From an optimization exercise on the open Yosys and OpenROAD flow, aimed at small area, a short achievable clock period and few clock cycles per item; shortcuts taken in it are not production practice. The RTL was checked by simulation tests, not by an equivalence proof against the original design.

Design isr_core, start of the top module:
module isr_core #(
    parameter  int DATA_WID = isr_pkg::DATA_WID,
    localparam int ROOT_WID = DATA_WID / 2,
    localparam int RES_WID  = ROOT_WID + 3
) (
    input  logic                clk,
    input  logic                rst,
    input  logic [DATA_WID-1:0] a,
    input  logic                clken,
    input  logic                calcen,
    output logic                busy,
    output logic                done,
    output logic [ROOT_WID-1:0] root,
    output logic [ROOT_WID:0]   rem
);
==> flow/config.mk <==
export PLATFORM = sky130hd
export DESIGN_NAME = isr_core
export DESIGN_NICKNAME = isr_core
export VERILOG_FILES = /design/flow/design.v
export SDC_FILE = /design/flow/constraint.sdc
export NUM_CORES = 4
export LEC_CHECK = 0
export CAP_MARGIN = 20
export CORE_MARGIN = 2
export CORE_UTILIZATION = 40
export SETUP_SLACK_MARGIN = 1.0
export SLEW_MARGIN = 20
==> flow/constraint.sdc <==
create_clock -name core_clock -period 5.0 [get_ports {clk}]
set_input_delay 1.0000 -clock core_clock [delete_from_list [all_inputs] [get_ports {clk}]]
set_output_delay 1.0000 -clock core_clock [all_outputs]
set_load 0.01 [all_outputs]
standard.sh (not shown) runs the stock make flow with config.mk's settings and CLKGATE_MAP_FILE= SYNTH_SCRIPT=/design/flow/synth_recipe.tcl, a recipe that flattens the netlist after the stock synthesis.
==> flow/flow/run.sh <==
#!/bin/bash
# The standard layout (the standard.sh, all steps) with two options
# changed: no full/half-adder extraction in synthesis (ADDER_MAP_FILE empty),
# so ABC maps adders as plain gates, and the port buffers that placement
# inserts on every input and output are the small buf_1 (the resizer still
# sizes them as timing needs). Registers are untouched by either.
set -euo pipefail
bash standard.sh ADDER_MAP_FILE= "BUFFER_PORTS_ARGS=-buffer_cell sky130_fd_sc_hd__buf_1" finish > standard_make.log 2>&1
The starting point finished with timing, DRC and antenna clean.
Testbench counts at the start, summed over its fixed seeds: cycles 17,998, items 256.
Then changed:
--- a/flow/config.mk
+++ b/flow/config.mk
@@ -9,4 +9,4 @@
 export CORE_MARGIN = 2
 export CORE_UTILIZATION = 40
-export SETUP_SLACK_MARGIN = 1.0
+export SETUP_SLACK_MARGIN = 1.2
 export SLEW_MARGIN = 20
After rerunning:
- The changed run produced a clean layout
- via count barely changes
- core utilization rose by 0.64 points
- count of clock-buffer cells in the layout does not change
- clock skew falls by 3.5 ps
- wire length went up by 0.48%
- worst setup slack is better by 150 ps

---

## job 101
isr_core, a different RTL version from the one above (not shown whole).
Size in the first run: ~3000 cells after synthesis, roughly 530 flip-flops, roughly 520 I/O pins, about 28000 µm² of cells after synthesis.
==> flow/config.mk <==
export PLATFORM = sky130hd
export DESIGN_NAME = isr_core
export DESIGN_NICKNAME = isr_core
export VERILOG_FILES = /design/flow/design.v
export SDC_FILE = /design/flow/constraint.sdc
export NUM_CORES = 4
export LEC_CHECK = 0
export CAP_MARGIN = 20
export CORE_MARGIN = 2
export CORE_UTILIZATION = 40
export SLEW_MARGIN = 20
==> flow/constraint.sdc <==
create_clock -name core_clock -period 5.0 [get_ports {clk}]
set_input_delay 1.0000 -clock core_clock [delete_from_list [all_inputs] [get_ports {clk}]]
set_output_delay 1.0000 -clock core_clock [all_outputs]
set_load 0.01 [all_outputs]
run.sh (not shown) runs the stock make flow with config.mk's settings and CLKGATE_MAP_FILE= SYNTH_SCRIPT=/design/flow/synth_recipe.tcl, a recipe that flattens the netlist after the stock synthesis.
Stock flow here: none of the scripts above is used.
Testbench counts of job 101, summed over its fixed seeds: cycles 33,528, items 256.
[inputs] job 102 vs job 101
- setting SETUP_SLACK_MARGIN to 2.5 for the first time
==> notes.md <==
Job 102 reports its termination of the worst setup path as rem[6]$_DFFE_PP0P_ while job 101 reports rem[126]$_DFFE_PP0P_.
There was hardly any difference in level count of the clock H-tree between job 102 and job 101.
Against job 101 as the reference, job 102 delivers a higher post-cts sizing count.
Per the comparison of job 102 with job 101, post-route fraction of the period consumed by the critical path lower; final cell count higher.

---

isr_core again, from the RTL that the note above started with.
## isr_core
module isr_core #(
    parameter  int DATA_WID = isr_pkg::DATA_WID,
    localparam int ROOT_WID = DATA_WID / 2,
    localparam int CNT_WID  = $clog2(ROOT_WID)
) (
    input  logic                clk,
    input  logic                rst,
    input  logic [DATA_WID-1:0] a,
    input  logic                clken,
    input  logic                calcen,
    output logic                busy,
    output logic                done,
    output logic [ROOT_WID-1:0] root,
    output logic [ROOT_WID:0]   rem
);
    localparam logic [CNT_WID-1:0] LAST_CNT = CNT_WID'(ROOT_WID - 1);
    logic [DATA_WID-1:0] sr;
    logic [CNT_WID-1:0]  cnt;
    logic                calcen_d;
    logic                done_seen;
    logic                armed;
    logic [ROOT_WID-1:0] r_next;
    logic [ROOT_WID:0]   w_next;
    logic                idle;
    logic                start;
    isr_step #(
        .ROOT_WID (ROOT_WID)
    ) u_step (
        .w      (rem),
        .r      (root),
        .bits   (sr[DATA_WID-1 -: 2]),
        .w_next (w_next),
        .r_next (r_next)
    );
    always_comb begin
        idle  = !busy && !done;
        start = calcen && !calcen_d && armed && idle && !done_seen;
    end
    always_ff @(posedge clk) begin
        if (!busy) sr <= a;
        else       sr <= sr << 2;
    end
    always_ff @(posedge clk or posedge rst) begin
        if (rst) begin
            cnt       <= '0;
            calcen_d  <= 1'b0;
            done_seen <= 1'b0;
            armed     <= 1'b0;
            busy      <= 1'b0;
  ...
make LEC_CHECK=0 ABC_CLOCK_PERIOD_IN_PS=3000 CAP_MARGIN=20 CORE_MARGIN=2 CORE_UTILIZATION=40 SETUP_SLACK_MARGIN=1.5 SLEW_MARGIN=20 finish   # period 5.0 ns
The baseline went through all stages and came out clean.
Testbench counts at the start, summed over its fixed seeds: cycles 33,528, items 256.
Then changed:
==> flow/flow/run.sh (new file) <==
#!/bin/bash
# The standard layout (the standard.sh, all steps) with two options
# changed: no full/half-adder extraction in synthesis (ADDER_MAP_FILE empty),
# so ABC maps adders as plain gates, and the port buffers that placement
# inserts on every input and output are the small buf_1 (the resizer still
# sizes them as timing needs). Registers are untouched by either.
set -euo pipefail
bash standard.sh ADDER_MAP_FILE= "BUFFER_PORTS_ARGS=-buffer_cell sky130_fd_sc_hd__buf_1" finish > standard_make.log 2>&1
==> flow/standard.sh (new file) <==
#!/bin/bash
# synth_recipe.tcl (not shown) runs the flow's synth.tcl, then flattens the netlist and writes it again
# the make line also repeats each setting of config.mk as NAME=value (left out here)
make -C /OpenROAD-flow-scripts/flow DESIGN_CONFIG=/design/flow/config.mk WORK_HOME=/design/flow/orfs CLKGATE_MAP_FILE= SYNTH_SCRIPT=/design/flow/synth_recipe.tcl "${@:-finish}"
--- a/flow/config.mk
+++ b/flow/config.mk
@@ -6,5 +6,4 @@
 export NUM_CORES = 4
 export LEC_CHECK = 0
-export ABC_CLOCK_PERIOD_IN_PS = 3000
 export CAP_MARGIN = 20
 export CORE_MARGIN = 2
removed: flow/run.sh
What happened: The changed run finished clean; via count went down by about 0.8%; clock-buffer cell count went up by 3; sequential cell count is unchanged; worst hold slack barely changes; maximum frequency went down by about 0.9%.

## port drivers added, routing unchanged
Ports are ideal in the flow. The routed layouts listed here were re-timed in OpenROAD.
Step 1 sets driving cells, clkbuf_16 on the clock port and buf_2 on the other inputs (assumed; they add their load-dependent delay and slew).
Step 2 also shifts input and output timing later by t, the mid clock arrival at the registers, as if the neighbouring blocks saw the same clock.
a / b / c = ideal ports / drivers / drivers and shift; a / b = the first two.
run | shift t [ns] | setup WS [ns] | worst data-port slew with drivers (ns)
the first run of note 1 | 0.787 | 1.061 / 1.061 / 1.000 | 0.15
the second run of note 1 | 0.786 | 1.209 / 1.209 / 1.048 | 0.15
job 101 | 0.684 | 0.325 / 0.325 / 0.325 | 0.12
job 102 | 0.696 | 1.077 / 1.077 / 1.077 | 0.12
the first run of note 3 | 0.690 | 1.140 / 1.140 / 1.140 | 0.12
the second run of note 3 | 0.690 | 1.105 / 1.105 / 1.105 | 0.08
After both steps every run listed still meets setup and hold. For the second run of note 1, which loses most, drivers alone change the setup slack by 0.000 ns; drivers and shift together by -0.161 ns.
